From an optimization exercise on the open Yosys and OpenROAD flow, aimed at small area and few clock cycles; shortcuts taken in it are not production practice. At most, simulation tests tie the RTL to the original design; equivalence was not proved. No activity file was given, so power comes from the tool's default toggle rates.

## run B
Design dbf_table_stream_parser_unit, start of the top module:
module dbf_table_stream_parser_unit #(
	parameter int MAX_FIELDS = dbfp_pkg::MAX_FIELDS_DEF
) (
	input  wire logic        clk,
	input  wire logic        arst_n,
	input  wire logic        in_valid,
	output logic             in_ready,
	input  wire logic [7:0]  data_byte,
	input  wire logic        end_of_input,
	output logic             out_valid,
	input  wire logic        out_ready,
	output logic [2:0]       kind,
	output logic [31:0]      record_index,
	output logic [7:0]       field_index,
	output logic [3:0]       field_type,
	output logic [7:0]       field_byte,
	output logic             last_of_field,
	output logic             deleted,
	output logic [31:0]      ext_offset,
	output logic [15:0]      ext_length,
	output logic [1:0]       error_code,
	output logic [23:0]      date_stamp,
	output logic [8:0]       field_count
);
For scale: ~160 I/O pins, roughly 85000 sq um of cells after synthesis.
==> flow/config.mk <==
export PLATFORM = sky130hd
export DESIGN_NAME = dbf_table_stream_parser_unit
export DESIGN_NICKNAME = dbf_table_stream_parser_unit
export VERILOG_FILES = /design/flow/design.v
export SDC_FILE = /design/flow/constraint.sdc
export NUM_CORES = 4
export LEC_CHECK = 0
export CAP_MARGIN = 20
export CORE_MARGIN = 2
export CORE_UTILIZATION = 65
export SLEW_MARGIN = 20
export SYNTH_MEMORY_MAX_BITS = 16384
==> flow/constraint.sdc <==
create_clock -name core_clock -period 10.0 [get_ports {clk}]
set_input_delay 2.0000 -clock core_clock [delete_from_list [all_inputs] [get_ports {clk}]]
set_output_delay 2.0000 -clock core_clock [all_outputs]
set_load 0.01 [all_outputs]
run.sh (not shown) runs the stock make flow with config.mk's settings and CLKGATE_MAP_FILE= SYNTH_SCRIPT=/design/flow/synth_recipe.tcl, a recipe that flattens the netlist after the stock synthesis.
Run B went all the way through synthesis, placement and routing and the layout is clean on timing, DRC and antenna.
--- input diff run B..run G ---
- CTS_BUF_LIST now sky130_fd_sc_hd__clkbuf_4 sky130_fd_sc_hd__clkbuf_8, previously not set
- CORE_UTILIZATION now 40, was 65
==> summary.txt <==
Total CTS buffers went up by more than half going from run B to run G.
Lower share of the clock period used by the worst path goes to run G over run B.
Against run B, total instance count after detailed placement in run G rose by more than 10%.
Changes observed in run G relative to run B: relative area of non-clock buffer cells in the final design ~0 delta, number of instances on the worst hold path ~0 delta, clock power -about 3%, via count normalized by instance count -about 15%.
Setup skew after layout: run G vs run B up 0.076 ns
Diff run B..run G | synthesized cell count | unchanged
No functional check of the RTL was part of any run of this note.

the baseline:
Another version of the RTL of dbf_table_stream_parser_unit (not shown whole).
For scale: ~5,400 cells after synthesis, roughly 3,400 flip-flops, about 160 I/O pins, roughly 82,000 µm² of cells after synthesis.
Settings: LEC_CHECK=0, CAP_MARGIN=20, CORE_MARGIN=2, CORE_UTILIZATION=65, CTS_CLUSTER_DIAMETER=100, CTS_CLUSTER_SIZE=30, SLEW_MARGIN=20, SYNTH_MEMORY_MAX_BITS=16384; clock period 10.0 ns.
standard.sh (not shown) runs the stock make flow with config.mk's settings and CLKGATE_MAP_FILE= SYNTH_SCRIPT=/design/flow/synth_recipe.tcl, a recipe that flattens the netlist after the stock synthesis.
==> flow/flow/run.sh <==
#!/bin/bash
# The standard layout (standard.sh, unchanged synthesis, floorplan, power grid, placement, clock
# tree, routing), with one change: the buffers that buffer_ports puts on every input and output
# port are sky130_fd_sc_hd__buf_1 instead of the buffer it picks by default.
# ORFS writes each tool's log under orfs/logs/; make's own output goes to make.log here.
set -euo pipefail
export BUFFER_PORTS_ARGS="-buffer_cell sky130_fd_sc_hd__buf_1"
bash standard.sh > make.log 2>&1
Testbench counts of the baseline, summed over its fixed seeds: cycles 157,470.
--- input diff the baseline..the candidate ---
Settings: changing CTS_CLUSTER_DIAMETER from 100 to 60.
==> flow/run.sh (new file) <==
#!/bin/bash
# synth_recipe.tcl (not shown) runs the flow's synth.tcl, then flattens the netlist and writes it again
# the make line also repeats each setting of config.mk as NAME=value (left out here)
make -C /OpenROAD-flow-scripts/flow DESIGN_CONFIG=/design/flow/config.mk WORK_HOME=/design/flow/orfs CLKGATE_MAP_FILE= SYNTH_SCRIPT=/design/flow/synth_recipe.tcl finish
removed: flow/flow/run.sh
removed: flow/standard.sh
[summary]
- From the baseline to the candidate the numbers moved as follows: time the worst path needs with I/O delays and setup increased by 520 ps relative to the old numbers, non-clock buffer count up 1, post-route standard cell area excluding fillers went up about 2%.
- met4 as the top layer used by detailed routing was reported by the candidate, and met5 by the baseline.
- The candidate reports its slowest cell on the critical path as sky130_fd_sc_hd__or4b_1 while the baseline reports sky130_fd_sc_hd__nor4_2.
- The baseline -> the candidate: total core area delta 0, exact match

dbf_table_stream_parser_unit again, from the RTL that the note above started with.
// dbf_table_stream_parser_unit
module dbf_table_stream_parser_unit #(
	parameter int MAX_FIELDS = dbfp_pkg::MAX_FIELDS_DEF
) (
	input  wire logic        clk,
	input  wire logic        arst_n,
	input  wire logic        in_valid,
	output logic             in_ready,
	input  wire logic [7:0]  data_byte,
	input  wire logic        end_of_input,
	output logic             out_valid,
	input  wire logic        out_ready,
	output logic [2:0]       kind,
	output logic [31:0]      record_index,
	output logic [7:0]       field_index,
	output logic [3:0]       field_type,
	output logic [7:0]       field_byte,
	output logic             last_of_field,
	output logic             deleted,
	output logic [31:0]      ext_offset,
	output logic [15:0]      ext_length,
	output logic [1:0]       error_code,
	output logic [23:0]      date_stamp,
	output logic [8:0]       field_count
);
==> flow/config.mk <==
export PLATFORM = sky130hd
export DESIGN_NAME = dbf_table_stream_parser_unit
export DESIGN_NICKNAME = dbf_table_stream_parser_unit
export VERILOG_FILES = /design/flow/design.v
export SDC_FILE = /design/flow/constraint.sdc
export NUM_CORES = 4
export LEC_CHECK = 0
export CAP_MARGIN = 20
export CORE_MARGIN = 2
export CORE_UTILIZATION = 65
export CTS_CLUSTER_DIAMETER = 100
export CTS_CLUSTER_SIZE = 30
export SLEW_MARGIN = 20
export SYNTH_MEMORY_MAX_BITS = 16384
==> flow/constraint.sdc <==
create_clock -name core_clock -period 10.0 [get_ports {clk}]
set_input_delay 2.0000 -clock core_clock [delete_from_list [all_inputs] [get_ports {clk}]]
set_output_delay 2.0000 -clock core_clock [all_outputs]
set_load 0.01 [all_outputs]
run.sh (not shown) runs the stock make flow with config.mk's settings and CLKGATE_MAP_FILE= SYNTH_SCRIPT=/design/flow/synth_recipe.tcl, a recipe that flattens the netlist after the stock synthesis.
Stock flow here: none of the scripts above is used.
The baseline produced a clean layout.
Testbench counts at the start, summed over its fixed seeds: cycles 157,470.
Change:
--- a/flow/config.mk
+++ b/flow/config.mk
@@ -10,4 +10,4 @@
 export CORE_UTILIZATION = 65
-export CTS_CLUSTER_DIAMETER = 100
-export CTS_CLUSTER_SIZE = 30
+export CTS_CLUSTER_DIAMETER = 80
+export CTS_CLUSTER_SIZE = 24
 export SLEW_MARGIN = 20
Combinational power barely changes.
Die area stays the same.
Clock skew falls by 0.019 ns.
Non-clock buffer count does not change.
Via count rises slightly.
Synthesized area does not change.
Worst setup slack got worse by 0.039 ns.
Register-to-register slack barely changes.
Sequential cell count does not change.

dbf_table_stream_parser_unit, a different RTL version from the one above (not shown whole).
Size: about 5,200 cells after synthesis, ~3,400 flip-flops, roughly 160 I/O pins, roughly 81,000 um^2 of cells after synthesis.
Settings: LEC_CHECK=0, CAP_MARGIN=20, CORE_MARGIN=2, CORE_UTILIZATION=65, CTS_CLUSTER_DIAMETER=80, CTS_CLUSTER_SIZE=24, SLEW_MARGIN=20, SYNTH_MEMORY_MAX_BITS=16384; clock period 10.0 ns.
standard.sh (not shown) runs the stock make flow with config.mk's settings and CLKGATE_MAP_FILE= SYNTH_SCRIPT=/design/flow/synth_recipe.tcl, a recipe that flattens the netlist after the stock synthesis.
==> flow/flow/run.sh <==
#!/bin/bash
# The standard layout (standard.sh, unchanged synthesis, floorplan, power grid, placement, clock
# tree, routing), with one change: the buffers that buffer_ports puts on every input and output
# port are sky130_fd_sc_hd__buf_1 instead of the buffer it picks by default.
# ORFS writes each tool's log under orfs/logs/; make's own output goes to make.log here.
set -euo pipefail
export BUFFER_PORTS_ARGS="-buffer_cell sky130_fd_sc_hd__buf_1"
bash standard.sh > make.log 2>&1
Testbench counts at the start, summed over its fixed seeds: cycles 157,470.
Then changed:
==> flow/run.sh (new file) <==
#!/bin/bash
# synth_recipe.tcl (not shown) runs the flow's synth.tcl, then flattens the netlist and writes it again
# the make line also repeats each setting of config.mk as NAME=value (left out here)
make -C /OpenROAD-flow-scripts/flow DESIGN_CONFIG=/design/flow/config.mk WORK_HOME=/design/flow/orfs CLKGATE_MAP_FILE= SYNTH_SCRIPT=/design/flow/synth_recipe.tcl finish
removed: flow/flow/run.sh
removed: flow/standard.sh
What happened:
- The new run completed without violations
- first-iteration DRC count grows by about 11%
- die area stays the same
- clock-buffer cell count shrinks by 3
- non-clock buffer count grows by 10
Then changed:
==> flow/flow/run.sh (new file) <==
#!/bin/bash
# The standard layout (standard.sh, unchanged synthesis, floorplan, power grid, placement, clock
# tree, routing), with one change: the buffers that buffer_ports puts on every input and output
# port are sky130_fd_sc_hd__buf_1 instead of the buffer it picks by default.
# ORFS writes each tool's log under orfs/logs/; make's own output goes to make.log here.
set -euo pipefail
export BUFFER_PORTS_ARGS="-buffer_cell sky130_fd_sc_hd__buf_1"
bash standard.sh > make.log 2>&1
==> flow/standard.sh (new file) <==
#!/bin/bash
# synth_recipe.tcl (not shown) runs the flow's synth.tcl, then flattens the netlist and writes it again
# the make line also repeats each setting of config.mk as NAME=value (left out here)
make -C /OpenROAD-flow-scripts/flow DESIGN_CONFIG=/design/flow/config.mk WORK_HOME=/design/flow/orfs CLKGATE_MAP_FILE= SYNTH_SCRIPT=/design/flow/synth_recipe.tcl "${@:-finish}"
- CAP_MARGIN: 20 -> 0
- CTS_CLUSTER_DIAMETER: 80 -> 100
- CTS_CLUSTER_SIZE: 24 -> 30
- SLEW_MARGIN: 20 -> 0
removed: flow/run.sh
With this change the flow finished but failed the layout checks on capacitance limit, slew limit. Cell area went down by 2.2%. Clock power falls by 9.7%. Die area is unchanged. Via count is lower by 0.98%. Total power went down by 3.5%. Fmax increases by 2.9%. Routed wire length fell by 0.77%.

Starting RTL as in the previous note.
==> flow/config.mk <==
export PLATFORM = sky130hd
export DESIGN_NAME = dbf_table_stream_parser_unit
export DESIGN_NICKNAME = dbf_table_stream_parser_unit
export VERILOG_FILES = /design/flow/design.v
export SDC_FILE = /design/flow/constraint.sdc
export NUM_CORES = 4
export LEC_CHECK = 0
export CAP_MARGIN = 20
export CORE_MARGIN = 2
export CORE_UTILIZATION = 65
export CTS_CLUSTER_DIAMETER = 100
export CTS_CLUSTER_SIZE = 30
export SLEW_MARGIN = 20
export SYNTH_MEMORY_MAX_BITS = 16384
==> flow/constraint.sdc <==
create_clock -name core_clock -period 10.0 [get_ports {clk}]
set_input_delay 2.0000 -clock core_clock [delete_from_list [all_inputs] [get_ports {clk}]]
set_output_delay 2.0000 -clock core_clock [all_outputs]
set_load 0.01 [all_outputs]
==> flow/flow/run.sh <==
#!/bin/bash
# The standard layout (standard.sh, unchanged synthesis, floorplan, power grid, placement, clock
# tree, routing), with one change: the buffers that buffer_ports puts on every input and output
# port are sky130_fd_sc_hd__buf_1 instead of the buffer it picks by default.
# ORFS writes each tool's log under orfs/logs/; make's own output goes to make.log here.
set -euo pipefail
export BUFFER_PORTS_ARGS="-buffer_cell sky130_fd_sc_hd__buf_1"
bash standard.sh > make.log 2>&1
The baseline passed the timing, design-rule and antenna checks.
Testbench counts at the start, summed over its fixed seeds: cycles 157,470.
Then changed:
- CTS_CLUSTER_DIAMETER: 100 -> 90
- CTS_CLUSTER_SIZE: 30 -> 27
Hold slack gains 0.031 ns.
Flip-flop and latch count is unchanged.
Wire length went up by 0.87%.

-- re-timing with driven ports --
No port has a modelled driver above. Below, the same layouts with a new extraction and two added sets of constraints. Step 1 (the two cells are an assumption about what drives the block):
set clk [get_ports {clk}]
set_driving_cell -lib_cell sky130_fd_sc_hd__clkbuf_16 $clk
set_driving_cell -lib_cell sky130_fd_sc_hd__buf_2 [delete_from_list [all_inputs] $clk]
Step 2 also shifts input and output timing later by t, the mid clock arrival at the registers, as if the neighbouring blocks saw the same clock. a / b / c = ideal ports / drivers / drivers and shift; a / b = the first two.
run | t (ns) | slack for setup (ns) | clock arrival spread, ns | cell pins on the clock port's net
run B | 0.954 | 0.871 / 0.791 / 1.745 | 0.074 / 0.074 | 1
run G | 1.111 | 1.362 / 1.285 / 2.059 | 0.161 / 0.161 | 1
the baseline | 0.875 | 2.303 / 2.224 / 2.531 | 0.047 / 0.047 | 1
the candidate | 0.859 | 1.780 / 1.703 / 1.817 | 0.047 / 0.047 | 1
the first run of note 3 | 0.853 | 1.783 / 1.708 / 1.787 | 0.054 / 0.054 | 1
the second run of note 3 | 0.877 | 1.744 / 1.668 / 1.800 | 0.035 / 0.035 | 1
the first run of note 4 | 0.853 | 2.247 / 2.173 / 2.700 | 0.040 / 0.039 | 1
the second run of note 4 | 0.883 | 1.844 / 1.769 / 1.860 | 0.041 / 0.041 | 1
the third run of note 4 | 0.863 | 2.072 / 1.998 / 2.611 | 0.039 / 0.038 | 1
the first run of note 5 | 0.875 | 2.260 / 2.184 / 2.672 | 0.064 / 0.064 | 1
the second run of note 5 | 0.878 | 2.280 / 2.205 / 2.736 | 0.030 / 0.030 | 1
